From an optimization exercise on the open Yosys and OpenROAD flow, aimed at small area, a short achievable clock period and few clock cycles per item; shortcuts taken in it are not production practice.
The RTL of this run was laid out without a check of its function.
No activity file was given, so power comes from the tool's default toggle rates.

## flow/run.sh

```bash
#!/bin/bash
# synth_recipe.tcl (not shown) runs the flow's synth.tcl, then flattens the netlist and writes it again
# the make line also repeats each setting of config.mk as NAME=value (left out here)
make -C /OpenROAD-flow-scripts/flow DESIGN_CONFIG=/design/flow/config.mk WORK_HOME=/design/flow/orfs CLKGATE_MAP_FILE= SYNTH_SCRIPT=/design/flow/synth_recipe.tcl finish
```

## flow/config.mk

```make
export PLATFORM = sky130hd
export DESIGN_NAME = tetris_color_grid
export DESIGN_NICKNAME = tetris_color_grid
export VERILOG_FILES = /design/flow/design.v
export SDC_FILE = /design/flow/constraint.sdc
export NUM_CORES = 4
export LEC_CHECK = 0
export CAP_MARGIN = 20
export CORE_MARGIN = 2
export CORE_UTILIZATION = 40
export SETUP_SLACK_MARGIN = 2.5
export SLEW_MARGIN = 20
export SYNTH_HIERARCHICAL = 1
```

## flow/constraint.sdc

```tcl
create_clock -name core_clock -period 7.0 [get_ports {clk}]
set_input_delay 1.4000 -clock core_clock [delete_from_list [all_inputs] [get_ports {clk}]]
set_output_delay 1.4000 -clock core_clock [all_outputs]
set_load 0.01 [all_outputs]
```

## flow/design.v

```verilog
package grid_pkg;
    localparam int GRID_COLS  = 10;
    localparam int GRID_ROWS  = 20;
    localparam int GRID_CELLS = GRID_COLS * GRID_ROWS;
    typedef logic [7:0] cell_idx_t;
    typedef logic [4:0] row_idx_t;
    typedef logic [3:0] col_idx_t;
    typedef logic [GRID_ROWS-1:0] row_mask_t;
    localparam cell_idx_t CELL_NONE = 8'd255;
endpackage
package piece_pkg;
    typedef enum logic [2:0] {
        PIECE_NONE   = 3'd0,
        PIECE_SQUARE = 3'd1,
        PIECE_BAR    = 3'd2,
        PIECE_S      = 3'd3,
        PIECE_Z      = 3'd4,
        PIECE_L      = 3'd5,
        PIECE_J      = 3'd6,
        PIECE_T      = 3'd7
    } piece_type_t;
    typedef logic [1:0] rotation_t;
    typedef logic [2:0] color_t;
endpackage
module piece_cell_decoder (
    input  logic                   en,
    input  piece_pkg::piece_type_t piece_type,
    input  piece_pkg::rotation_t   rotation,
    input  grid_pkg::cell_idx_t    location,
    output logic [12:0]            hi_0,
    output logic [12:0]            hi_1,
    output logic [12:0]            hi_2,
    output logic [12:0]            hi_3,
    output logic [15:0]            lo_0,
    output logic [15:0]            lo_1,
    output logic [15:0]            lo_2,
    output logic [15:0]            lo_3
);
    logic [15:0] hd;    
    logic [15:0] ld;    
    logic [3:0]  l;
    assign l = location[3:0];
    always_comb begin
        hd = '0;
        ld = '0;
        hd[location[7:4]] = 1'b1;
        ld[location[3:0]] = 1'b1;
    end
    logic [1:0] s0;
    logic [4:0] s1;
    logic [5:0] s2;
    logic [4:0] s3;
    always_comb begin
        s0 = '0;
        s1 = '0;
        s2 = '0;
        s3 = '0;
        case ({piece_type, rotation})
            5'd4: begin s0[1] = 1'b1; s1[4] = 1'b1; s2[1] = 1'b1; s3[2] = 1'b1; end
            5'd5: begin s0[1] = 1'b1; s1[4] = 1'b1; s2[1] = 1'b1; s3[2] = 1'b1; end
            5'd6: begin s0[1] = 1'b1; s1[4] = 1'b1; s2[1] = 1'b1; s3[2] = 1'b1; end
            5'd7: begin s0[1] = 1'b1; s1[4] = 1'b1; s2[1] = 1'b1; s3[2] = 1'b1; end
            5'd8: begin s0[1] = 1'b1; s1[3] = 1'b1; s2[4] = 1'b1; s3[4] = 1'b1; end
            5'd9: begin s0[1] = 1'b1; s1[0] = 1'b1; s2[5] = 1'b1; s3[1] = 1'b1; end
            5'd10: begin s0[1] = 1'b1; s1[3] = 1'b1; s2[4] = 1'b1; s3[4] = 1'b1; end
            5'd11: begin s0[1] = 1'b1; s1[0] = 1'b1; s2[5] = 1'b1; s3[1] = 1'b1; end
            5'd12: begin s0[1] = 1'b1; s1[1] = 1'b1; s2[4] = 1'b1; s3[1] = 1'b1; end
            5'd13: begin s0[1] = 1'b1; s1[2] = 1'b1; s2[2] = 1'b1; s3[0] = 1'b1; end
            5'd14: begin s0[1] = 1'b1; s1[1] = 1'b1; s2[4] = 1'b1; s3[1] = 1'b1; end
            5'd15: begin s0[1] = 1'b1; s1[2] = 1'b1; s2[2] = 1'b1; s3[0] = 1'b1; end
            5'd16: begin s0[1] = 1'b1; s1[4] = 1'b1; s2[3] = 1'b1; s3[2] = 1'b1; end
            5'd17: begin s0[0] = 1'b1; s1[0] = 1'b1; s2[4] = 1'b1; s3[1] = 1'b1; end
            5'd18: begin s0[1] = 1'b1; s1[4] = 1'b1; s2[3] = 1'b1; s3[2] = 1'b1; end
            5'd19: begin s0[0] = 1'b1; s1[0] = 1'b1; s2[4] = 1'b1; s3[1] = 1'b1; end
            5'd20: begin s0[1] = 1'b1; s1[0] = 1'b1; s2[1] = 1'b1; s3[0] = 1'b1; end
            5'd21: begin s0[1] = 1'b1; s1[4] = 1'b1; s2[1] = 1'b1; s3[4] = 1'b1; end
            5'd22: begin s0[1] = 1'b1; s1[4] = 1'b1; s2[2] = 1'b1; s3[0] = 1'b1; end
            5'd23: begin s0[0] = 1'b1; s1[2] = 1'b1; s2[3] = 1'b1; s3[4] = 1'b1; end
            5'd24: begin s0[1] = 1'b1; s1[0] = 1'b1; s2[0] = 1'b1; s3[1] = 1'b1; end
            5'd25: begin s0[0] = 1'b1; s1[1] = 1'b1; s2[1] = 1'b1; s3[3] = 1'b1; end
            5'd26: begin s0[1] = 1'b1; s1[1] = 1'b1; s2[0] = 1'b1; s3[3] = 1'b1; end
            5'd27: begin s0[1] = 1'b1; s1[3] = 1'b1; s2[4] = 1'b1; s3[2] = 1'b1; end
            5'd28: begin s0[1] = 1'b1; s1[3] = 1'b1; s2[4] = 1'b1; s3[1] = 1'b1; end
            5'd29: begin s0[1] = 1'b1; s1[2] = 1'b1; s2[5] = 1'b1; s3[3] = 1'b1; end
            5'd30: begin s0[1] = 1'b1; s1[4] = 1'b1; s2[5] = 1'b1; s3[3] = 1'b1; end
            5'd31: begin s0[1] = 1'b1; s1[4] = 1'b1; s2[5] = 1'b1; s3[1] = 1'b1; end
            default: ;
        endcase
    end
    logic c0_m1;
    assign c0_m1 = en & ((s0[0] & (l <= 4'd8)));
    logic c0_p0;
    assign c0_p0 = en & ((s0[0] & (l >= 4'd9)) | (s0[1] & 1'b1));
    always_comb begin
        for (int h = 0; h < 13; h++) begin
            hi_0[h] = 1'b0;
            if (h - (-1) >= 0 && h - (-1) < 16) hi_0[h] = hi_0[h] | (c0_m1 & hd[(h - (-1) + 16) % 16]);
            if (h - (0) >= 0 && h - (0) < 16) hi_0[h] = hi_0[h] | (c0_p0 & hd[(h - (0) + 16) % 16]);
        end
        for (int j = 0; j < 16; j++) begin
            lo_0[j] = 1'b0;
            lo_0[j] = lo_0[j] | (s0[0] & ld[(j - (-9) + 32) % 16]);
            lo_0[j] = lo_0[j] | (s0[1] & ld[(j - (0) + 32) % 16]);
        end
    end
    logic c1_m2;
    assign c1_m2 = en & ((s1[0] & (l <= 4'd3)));
    logic c1_m1;
    assign c1_m1 = en & ((s1[0] & (l >= 4'd4)) | (s1[1] & (l <= 4'd10)) | (s1[2] & (l <= 4'd9)) | (s1[3] & (l <= 4'd0)));
    logic c1_p0;
    assign c1_p0 = en & ((s1[1] & (l >= 4'd11)) | (s1[2] & (l >= 4'd10)) | (s1[3] & (l >= 4'd1)) | (s1[4] & (l <= 4'd14)));
    logic c1_p1;
    assign c1_p1 = en & ((s1[4] & (l >= 4'd15)));
    always_comb begin
        for (int h = 0; h < 13; h++) begin
            hi_1[h] = 1'b0;
            if (h - (-2) >= 0 && h - (-2) < 16) hi_1[h] = hi_1[h] | (c1_m2 & hd[(h - (-2) + 16) % 16]);
            if (h - (-1) >= 0 && h - (-1) < 16) hi_1[h] = hi_1[h] | (c1_m1 & hd[(h - (-1) + 16) % 16]);
            if (h - (0) >= 0 && h - (0) < 16) hi_1[h] = hi_1[h] | (c1_p0 & hd[(h - (0) + 16) % 16]);
            if (h - (1) >= 0 && h - (1) < 16) hi_1[h] = hi_1[h] | (c1_p1 & hd[(h - (1) + 16) % 16]);
        end
        for (int j = 0; j < 16; j++) begin
            lo_1[j] = 1'b0;
            lo_1[j] = lo_1[j] | (s1[0] & ld[(j - (-20) + 32) % 16]);
            lo_1[j] = lo_1[j] | (s1[1] & ld[(j - (-11) + 32) % 16]);
            lo_1[j] = lo_1[j] | (s1[2] & ld[(j - (-10) + 32) % 16]);
            lo_1[j] = lo_1[j] | (s1[3] & ld[(j - (-1) + 32) % 16]);
            lo_1[j] = lo_1[j] | (s1[4] & ld[(j - (1) + 32) % 16]);
        end
    end
    logic c2_m2;
    assign c2_m2 = en & ((s2[0] & (l <= 4'd4)));
    logic c2_m1;
    assign c2_m1 = en & ((s2[0] & (l >= 4'd5)) | (s2[1] & (l <= 4'd9)) | (s2[2] & (l <= 4'd8)) | (s2[3] & (l <= 4'd7)));
    logic c2_p0;
    assign c2_p0 = en & ((s2[1] & (l >= 4'd10)) | (s2[2] & (l >= 4'd9)) | (s2[3] & (l >= 4'd8)) | (s2[4] & (l <= 4'd14)) | (s2[5] & (l <= 4'd5)));
    logic c2_p1;
    assign c2_p1 = en & ((s2[4] & (l >= 4'd15)) | (s2[5] & (l >= 4'd6)));
    always_comb begin
        for (int h = 0; h < 13; h++) begin
            hi_2[h] = 1'b0;
            if (h - (-2) >= 0 && h - (-2) < 16) hi_2[h] = hi_2[h] | (c2_m2 & hd[(h - (-2) + 16) % 16]);
            if (h - (-1) >= 0 && h - (-1) < 16) hi_2[h] = hi_2[h] | (c2_m1 & hd[(h - (-1) + 16) % 16]);
            if (h - (0) >= 0 && h - (0) < 16) hi_2[h] = hi_2[h] | (c2_p0 & hd[(h - (0) + 16) % 16]);
            if (h - (1) >= 0 && h - (1) < 16) hi_2[h] = hi_2[h] | (c2_p1 & hd[(h - (1) + 16) % 16]);
        end
        for (int j = 0; j < 16; j++) begin
            lo_2[j] = 1'b0;
            lo_2[j] = lo_2[j] | (s2[0] & ld[(j - (-21) + 32) % 16]);
            lo_2[j] = lo_2[j] | (s2[1] & ld[(j - (-10) + 32) % 16]);
            lo_2[j] = lo_2[j] | (s2[2] & ld[(j - (-9) + 32) % 16]);
            lo_2[j] = lo_2[j] | (s2[3] & ld[(j - (-8) + 32) % 16]);
            lo_2[j] = lo_2[j] | (s2[4] & ld[(j - (1) + 32) % 16]);
            lo_2[j] = lo_2[j] | (s2[5] & ld[(j - (10) + 32) % 16]);
        end
    end
    logic c3_m2;
    assign c3_m2 = en & ((s3[0] & (l <= 4'd2)));
    logic c3_m1;
    assign c3_m1 = en & ((s3[0] & (l >= 4'd3)) | (s3[1] & (l <= 4'd9)) | (s3[2] & (l <= 4'd8)) | (s3[3] & (l <= 4'd0)));
    logic c3_p0;
    assign c3_p0 = en & ((s3[1] & (l >= 4'd10)) | (s3[2] & (l >= 4'd9)) | (s3[3] & (l >= 4'd1)) | (s3[4] & (l <= 4'd13)));
    logic c3_p1;
    assign c3_p1 = en & ((s3[4] & (l >= 4'd14)));
    always_comb begin
        for (int h = 0; h < 13; h++) begin
            hi_3[h] = 1'b0;
            if (h - (-2) >= 0 && h - (-2) < 16) hi_3[h] = hi_3[h] | (c3_m2 & hd[(h - (-2) + 16) % 16]);
            if (h - (-1) >= 0 && h - (-1) < 16) hi_3[h] = hi_3[h] | (c3_m1 & hd[(h - (-1) + 16) % 16]);
            if (h - (0) >= 0 && h - (0) < 16) hi_3[h] = hi_3[h] | (c3_p0 & hd[(h - (0) + 16) % 16]);
            if (h - (1) >= 0 && h - (1) < 16) hi_3[h] = hi_3[h] | (c3_p1 & hd[(h - (1) + 16) % 16]);
        end
        for (int j = 0; j < 16; j++) begin
            lo_3[j] = 1'b0;
            lo_3[j] = lo_3[j] | (s3[0] & ld[(j - (-19) + 32) % 16]);
            lo_3[j] = lo_3[j] | (s3[1] & ld[(j - (-10) + 32) % 16]);
            lo_3[j] = lo_3[j] | (s3[2] & ld[(j - (-9) + 32) % 16]);
            lo_3[j] = lo_3[j] | (s3[3] & ld[(j - (-1) + 32) % 16]);
            lo_3[j] = lo_3[j] | (s3[4] & ld[(j - (2) + 32) % 16]);
        end
    end
endmodule
module grid_update_fsm (
    input  logic                clk,
    input  logic                rst_n,
    input  logic                place,
    input  logic                clear,
    input  grid_pkg::row_mask_t full_rows,
    output logic                busy,
    output logic                init,
    output logic                do_place,
    output grid_pkg::row_mask_t shift_1,
    output grid_pkg::row_mask_t shift_2
);
    localparam int R = grid_pkg::GRID_ROWS;
    grid_pkg::row_mask_t pend;       
    logic                more;       
    grid_pkg::row_mask_t cur;        
    grid_pkg::row_mask_t left;       
    logic                do_clear;
    function automatic logic [3*R-1:0] moves(input grid_pkg::row_mask_t m);
        logic [R+1:0]        one_up;    
        logic [R+1:0]        two_up;    
        grid_pkg::row_mask_t s1, s2, rest;
        one_up[R+1] = 1'b0;
        two_up[R+1] = 1'b0;
        one_up[R]   = 1'b0;
        two_up[R]   = 1'b0;
        for (int r = R - 1; r >= 0; r--) begin
            one_up[r] = one_up[r+1] | m[r];
            two_up[r] = two_up[r+1] | (one_up[r+1] & m[r]);
        end
        for (int r = 0; r < R; r++) begin
            s2[r]   = two_up[0] & !one_up[r+2];
            s1[r]   = two_up[0] ? (!two_up[r+1] & one_up[r+2])
                                : (one_up[0] & !one_up[r+1]);
            rest[r] = m[r] & two_up[r+1];
        end
        moves = {rest, s2, s1};
    endfunction
    assign busy     = init | more;
    assign do_place = !busy && place;
    assign do_clear = !busy && !place && clear;
    assign cur      = busy ? pend : (do_clear ? full_rows : '0);
    logic [3*R-1:0] mv;
    assign mv      = moves(cur);
    assign shift_1 = mv[R-1:0];
    assign shift_2 = mv[2*R-1:R];
    assign left    = mv[3*R-1:2*R];
    always_ff @(posedge clk or negedge rst_n) begin
        if (!rst_n) begin
            init   <= 1'b1;
            pend   <= '0;
            more   <= 1'b0;
        end else begin
            init   <= 1'b0;
            pend   <= left;
            more   <= |left;
        end
    end
endmodule
module color_grid_ram (
    input  logic                clk,
    input  grid_pkg::row_mask_t shift_1,
    input  grid_pkg::row_mask_t shift_2,
    input  logic                init,
    input  logic [grid_pkg::GRID_CELLS-1:0] hit,
    input  piece_pkg::color_t   wr_data,
    input  grid_pkg::cell_idx_t read_addr,
    output piece_pkg::color_t   read_data
);
    localparam int N = grid_pkg::GRID_CELLS;
    localparam int C = grid_pkg::GRID_COLS;
    piece_pkg::color_t mem [N];
    always_ff @(posedge clk) begin
        for (int i = 0; i < N; i++) begin
            if (shift_1[i / C] | shift_2[i / C] | init | hit[i]) begin
                mem[i] <= ({3{shift_1[i / C]}} & ((i + C < N) ? mem[(i + C) % N] : 3'd0))
                        | ({3{shift_2[i / C]}} & ((i + 2 * C < N) ? mem[(i + 2 * C) % N] : 3'd0))
                        | wr_data;
            end
        end
    end
    logic [N-1:0] plane [3];
    always_comb begin
        for (int i = 0; i < N; i++) begin
            for (int k = 0; k < 3; k++) plane[k][i] = mem[i][k];
        end
    end
    for (genvar k = 0; k < 3; k++) begin : g_rd
        grid_read_bit read_i (
            .cells     (plane[k]),
            .read_addr (read_addr),
            .read_bit  (read_data[k])
        );
    end
endmodule
module grid_read_bit (
    input  logic [grid_pkg::GRID_CELLS-1:0] cells,
    input  grid_pkg::cell_idx_t             read_addr,
    output logic                            read_bit
);
    localparam int N  = grid_pkg::GRID_CELLS;
    localparam int NB = (N + 15) / 16;
    logic [NB-1:0] blk;
    always_comb begin
        for (int b = 0; b < NB; b++) begin
            blk[b] = 1'b0;
            for (int j = 0; j < 16; j++) begin
                if (b * 16 + j < N && read_addr[3:0] == j) blk[b] = cells[(b * 16 + j) % N];
            end
        end
        read_bit = 1'b0;
        for (int b = 0; b < NB; b++) begin
            if (read_addr[7:4] == b) read_bit = blk[b];
        end
    end
endmodule
module tetris_color_grid (
    input  logic                   clk,
    input  logic                   rst_n,
    input  logic                   place,
    input  piece_pkg::piece_type_t piece_type,
    input  piece_pkg::rotation_t   rotation,
    input  grid_pkg::cell_idx_t    location,
    input  logic                   clear,
    input  grid_pkg::row_mask_t    full_rows,
    output logic                   busy,
    input  grid_pkg::cell_idx_t    read_addr,
    output piece_pkg::color_t      read_data
);
    localparam int N = grid_pkg::GRID_CELLS;
    logic                   init;
    logic                   do_place;
    grid_pkg::row_mask_t    shift_1;
    grid_pkg::row_mask_t    shift_2;
    logic [12:0]            hi [4];
    logic [15:0]            lo [4];
    logic [N-1:0]           hit;
    piece_pkg::color_t      wr_data;
    piece_cell_decoder decode_i (
        .en         (do_place),
        .piece_type (piece_type),
        .rotation   (rotation),
        .location   (location),
        .hi_0       (hi[0]),
        .hi_1       (hi[1]),
        .hi_2       (hi[2]),
        .hi_3       (hi[3]),
        .lo_0       (lo[0]),
        .lo_1       (lo[1]),
        .lo_2       (lo[2]),
        .lo_3       (lo[3])
    );
    grid_update_fsm execute_i (
        .clk       (clk),
        .rst_n     (rst_n),
        .place     (place),
        .clear     (clear),
        .full_rows (full_rows),
        .busy      (busy),
        .init      (init),
        .do_place  (do_place),
        .shift_1   (shift_1),
        .shift_2   (shift_2)
    );
    always_comb begin
        for (int i = 0; i < N; i++) begin
            hit[i] = 1'b0;
            for (int k = 0; k < 4; k++) begin
                hit[i] = hit[i] | (hi[k][i / 16] & lo[k][i % 16]);
            end
        end
    end
    assign wr_data = do_place ? piece_type : 3'd0;
    color_grid_ram result_i (
        .clk       (clk),
        .shift_1   (shift_1),
        .shift_2   (shift_2),
        .init      (init),
        .hit       (hit),
        .wr_data   (wr_data),
        .read_addr (read_addr),
        .read_data (read_data)
    );
endmodule
```

==> flow_summary.yaml <==
status:
  outcome: "timing/DRC/antenna clean"
cells_and_area:
  final_net_count: 4433
  layout.cell_area.non_filler_sq_um: 53840
  drive_gt1_share_pct: 27.65
  area_growth_pct: 20.83
  fillers: 10140
worst_setup_path:
  cp.arrival_ns: 3.94
  timing.setup.critical_path_class: "primary input to output pin"
  crit_path_cell_trace: "bufbuf_16, nor3_2, a22oi_1, o21ai_0, o211ai_1, a21oi_1, o21a_1, a2111oi_4, a41oi_4, buf_6"
  start_kind: "primary input"
  critical_path_slowest_stage_cell: "sky130_fd_sc_hd__nor3_2"
  crit_required_ns: 5.60
  end_kind: "output pin"
  reg2reg_slack_ns: 2.49
  crit_path_max_fanout: 20
  path_delay_family: "compound AO/OA/AOI/OAI gates"
  critical-path-max-stage-delay_ns: 0.48
  crit_buf_inv: 2
detailed_routing:
  remaining_drc_errors: 0
  post_drt_via_cell_ratio: 8.224
  drt_first_iter_violations: 10830
  vias_after_detailed_routing: 48730
  wl_per_cell_microns: 45.48
  total_wire_length_mm: 269.5
  post_route_ant_nets: 0
  firstDrtPassIters: 9
die:
  num_io_pins: 49
  core.rowCount: 122
  start_util_pct: 40.32
  dieWidth_microns: 337.8
  coreArea_sq_um: 110500
  die_area_sq_um: 114100
  fp.dieH_microns: 337.8
global_routing:
  wire_length_of_the_first_global_routing_pass_mm: 363.7
  pin_count_of_the_biggest_net_entering_global_routing: 91
  grt_antenna_before_repair: 29
  via_count_of_the_first_global_routing_pass: 43920
  grt-ovfl-total: 0
  global_route_usage_sum_pct: 45.50
place:
  placement.io_buffers: 48
  placedInstanceArea_sq_um: 46300
  hpwlAfterDp_mm: 185.9
  routabilityCongestion: 1.092
sta:
  max_slew_margin_pct: 29.07
  clock-skew-final_ns: 0.04106
  timing.final.hold_violations: 0
  period_needed_ns: 5.337
  achievable-frequency_mhz: 187.4
  drv_slew: 0
  period_share_pct: 76.24
  timing.setup.tns_ns: 0
  rsz0062_at_grt: "true"
  actual_transition_at_the_worst_max_transition_pin_ns: 1.054
  setup_viol_count_final: 0
clocking:
  cts-buffers-inserted: 74
  tritoncts_num_sinks: 620
  clk_latency_ns: 0.68
  clk_pin_slew_ns: 0.05
  level_count_of_the_clock_h_tree: 3
  root_buffer: "sky130_fd_sc_hd__clkbuf_16"
  max-clock-path-buffers: 3
  cts_tree: "done"
yosys:
  synth_top_cell_by_area: "sky130_fd_sc_hd__edfxtp_1"
  count_of_yosys_warnings_during_synthesis: 17
  postSynthRegisterBits: 620
  synth_sequential_area_ratio_pct: 41.56
  yosysUniqueCellTypes: 103
  synth_top_cell_area_share_pct: 40.44
  gate_count_of_the_mapped_netlist: 4398
  syn_area_per_cell_sq_um: 10.13
  synth_top_cells_by_area: "sky130_fd_sc_hd__edfxtp_1 40%, sky130_fd_sc_hd__a221o_1 13%, sky130_fd_sc_hd__a22oi_1 7.4%, sky130_fd_sc_hd__or4_1 3.4%, sky130_fd_sc_hd__nand2_1 3.1%"
  syn_nets: 4462
  synth_enable_flop_cells: 600
  ys_dominant_reg_cell: "sky130_fd_sc_hd__edfxtp_1"
  synth-async-reset-ratio_pct: 3.226
  post_synth_instance_area_sq_um: 44560
pwr:
  static-leakage-power_uw: 0.01976
  p_per_area_nw_per_um2: 467.5
  ir_drop_mv: 0.3118
job:
  maxCapViolCount: 0
worst_hold_path:
  timing.hold.worst.class: "flop to flop"
-- layout make-up --
type / instances / area, sq um / area share (%)
multi-input cells: 3129 / 25280 / 46.96
flip-flops and latches: 620 / 18520 / 34.41
repair buffers: 507 / 5583 / 10.37
clock buffers: 90 / 1943 / 3.609
well taps: 1488 / 1862 / 3.458
clock inverters: 44 / 436.7 / 0.8111
inverters: 36 / 173.9 / 0.3230
diodes: 10 / 25.02 / 0.04648
repair inverters: 1 / 6.256 / 0.01162
-- cell usage after synthesis (all sizes together) (24+ instances only) --
master / number
edfxtp: 600
a221o: 575
a22oi: 443
nand2: 369
buf: 361
clkbuf: 262
or4: 203
a21oi: 184
nor2: 175
o22ai: 161
o21ai: 145
nand3: 73
nor3: 59
o221ai: 51
mux2i: 43
nor2b: 40
a21o: 39
inv: 36
a31oi: 31
and2: 31
mux2: 31
nand2b: 31
a211oi: 30
o211ai: 30
a22o: 27
a211o: 25
and3: 25
a221oi: 24
-- kinds of logic after synthesis --
kind of cell / count (synthesis) / synth area share (%)
AO/OA/AOI/OAI: 1906 / 34.12
other: 1 / 0.008417
flip-flops: 620 / 41.56
adder cells (fa/ha/maj): 23 / 0.6234
multiplexers: 92 / 2.659
AND/OR/NAND/NOR: 1091 / 12.80
XOR/XNOR: 6 / 0.1179
buffers and inverters: 659 / 8.113
-- metal layers --
| layer | share of wire, % | wire length [microns] | up-vias | global-route usage, % |
|---|---|---|---|---|
| met4 | 10 | 27410 | 22 | 32.06 |
| met1 | 34 | 91310 | 23590 | 55.56 |
| li1 | - | - | 18320 | - |
| met2 | 39 | 104000 | 5281 | 62.67 |
| met5 | 0.051 | 138 | - | 0 |
| met3 | 17 | 46680 | 1513 | 21.45 |
-- per-module statistics from Yosys, one instance, submodules excluded --
| module | cells | flip-flops and latches |
|---|---|---|
| grid_read_bit | 388 | 0 |
| tetris_color_grid | 767 | 0 |
| color_grid_ram | 1603 | 600 |
| grid_update_fsm | 277 | 20 |
| piece_cell_decoder | 587 | 0 |
-- through the flow --
step | worst slack, ns | utilization, % | std cells | power (uW) | hold slack (ns)
floorplan | 2.502 | - | 4398 | 13800 | 0.5396
global placement | 0.2559 | 41.82 | 5564 | 18490 | 0.5495
detailed placement | 0.3017 | 41.90 | 5568 | 18580 | 0.5629
CTS | 1.913 | 47.72 | 5872 | 23770 | 0.5770
global route | 1.790 | 48.69 | 5916 | 25170 | 0.5995
finish | 1.664 | 48.72 | 5925 | 25170 | 0.5884
-- power by group --
| part | internal (uW) | leakage, uW | switching, uW | total, uW |
|---|---|---|---|---|
| Clock | 2190 | 0.00115 | 1710 | 3890 |
| Sequential | 6910 | 0.00677 | 3260 | 10200 |
| Combinational | 4500 | 0.0118 | 6610 | 11100 |
| Total | 13600 | 0.0198 | 11600 | 25200 |
-- worst reg2reg max path: stages (launching register included) --
cell and delay (ns):
sky130_fd_sc_hd__dfstp_4 0.48, sky130_fd_sc_hd__buf_4 0.16, sky130_fd_sc_hd__buf_4 0.26, sky130_fd_sc_hd__or4b_4 0.59, sky130_fd_sc_hd__nor2_4 0.18, sky130_fd_sc_hd__nor2_4 0.09, sky130_fd_sc_hd__nand4_1 0.16, sky130_fd_sc_hd__nor3_2 0.09
sky130_fd_sc_hd__buf_4 0.14, sky130_fd_sc_hd__maj3_1 0.35, sky130_fd_sc_hd__nor2b_4 0.17, sky130_fd_sc_hd__buf_12 0.14, sky130_fd_sc_hd__buf_6 0.17, sky130_fd_sc_hd__nor2_2 0.66, sky130_fd_sc_hd__buf_4 0.46, sky130_fd_sc_hd__a221o_1 0.27
-- state kept, by name, indices dropped and copies added, names as in the netlist --
signal and flops:
execute_i.more 1, execute_i.init 1, execute_i.pend 18, result_i.mem 600
-- cell usage in the layout (no fill, tap or decap), types with 21 or more instances in the layout --
| cell | n |
|---|---|
| sky130_fd_sc_hd__a211oi_1 | 23 |
| sky130_fd_sc_hd__o21ai_1 | 30 |
| sky130_fd_sc_hd__edfxtp_1 | 600 |
| sky130_fd_sc_hd__nor2_1 | 150 |
| sky130_fd_sc_hd__a22oi_1 | 424 |
| sky130_fd_sc_hd__nand2_1 | 314 |
| sky130_fd_sc_hd__or3_4 | 21 |
| sky130_fd_sc_hd__a31oi_1 | 23 |
| sky130_fd_sc_hd__a22o_1 | 23 |
| sky130_fd_sc_hd__clkbuf_16 | 79 |
| sky130_fd_sc_hd__o21ai_0 | 106 |
| sky130_fd_sc_hd__and2_1 | 21 |
| sky130_fd_sc_hd__or4_4 | 145 |
| sky130_fd_sc_hd__o22ai_1 | 148 |
| sky130_fd_sc_hd__a222oi_1 | 22 |
| sky130_fd_sc_hd__o211ai_1 | 29 |
| sky130_fd_sc_hd__o221ai_1 | 42 |
| sky130_fd_sc_hd__a21oi_1 | 158 |
| sky130_fd_sc_hd__mux2i_1 | 40 |
| sky130_fd_sc_hd__mux2_2 | 29 |
| sky130_fd_sc_hd__buf_12 | 51 |
| sky130_fd_sc_hd__nand3_1 | 63 |
| sky130_fd_sc_hd__buf_6 | 45 |
| sky130_fd_sc_hd__nand2_2 | 46 |
| sky130_fd_sc_hd__nor3_1 | 37 |
| sky130_fd_sc_hd__buf_4 | 314 |
| sky130_fd_sc_hd__a221o_1 | 549 |
| sky130_fd_sc_hd__a21o_1 | 38 |
| sky130_fd_sc_hd__or4_1 | 58 |
-- final timing paths --
| path | from | endpoint | cells past startpoint |
|---|---|---|---|
| worst min-delay path | result_i.mem[14][1] | result_i.mem[4][1] | 1 |
| worst max register to register | execute_i.init | result_i.mem[147][1] | 15 |
| worst min register to register | result_i.mem[14][1] | result_i.mem[4][1] | 1 |
| worst max-delay path | read_addr[2] | read_data[0] | 10 |
| max in group asynchronous | rst_n | execute_i.more | 1 |
| min in group asynchronous | rst_n | execute_i.pend[14] | 1 |
-- what timing repair did --
item | CTS | global route
buffers inserted | 132 | 36
pin swaps | 113 | 66
hold buffers | 0 | 0
gates resized for setup | 552 | 192
cloned | 38 | 7
endpoints found under the setup margin | 1174 | 1140

-- re-timing with driven ports --
Ports are ideal in the flow. The routed layout listed here was re-timed in OpenROAD. Step 1, drivers: a clkbuf_16 drives clk and a buf_2 each remaining input, both assumed. Step 2 moves the port delays by t, midway between the first and last clock arrival at a register: inputs arrive t later, outputs are due t later. That takes back most of the time a late clock gives input paths. Slacks: ideal ports / drivers / drivers and shift; pairs: ideal ports / drivers.
t, ns: 0.734
setup WS [ns]: 1.663 / 1.333 / 1.333
hold slack, ns: 0.588 / 0.588 / 0.588
After both steps this run still meets setup and hold. For this run, drivers alone change the setup slack by -0.330 ns; drivers and shift together by -0.330 ns.
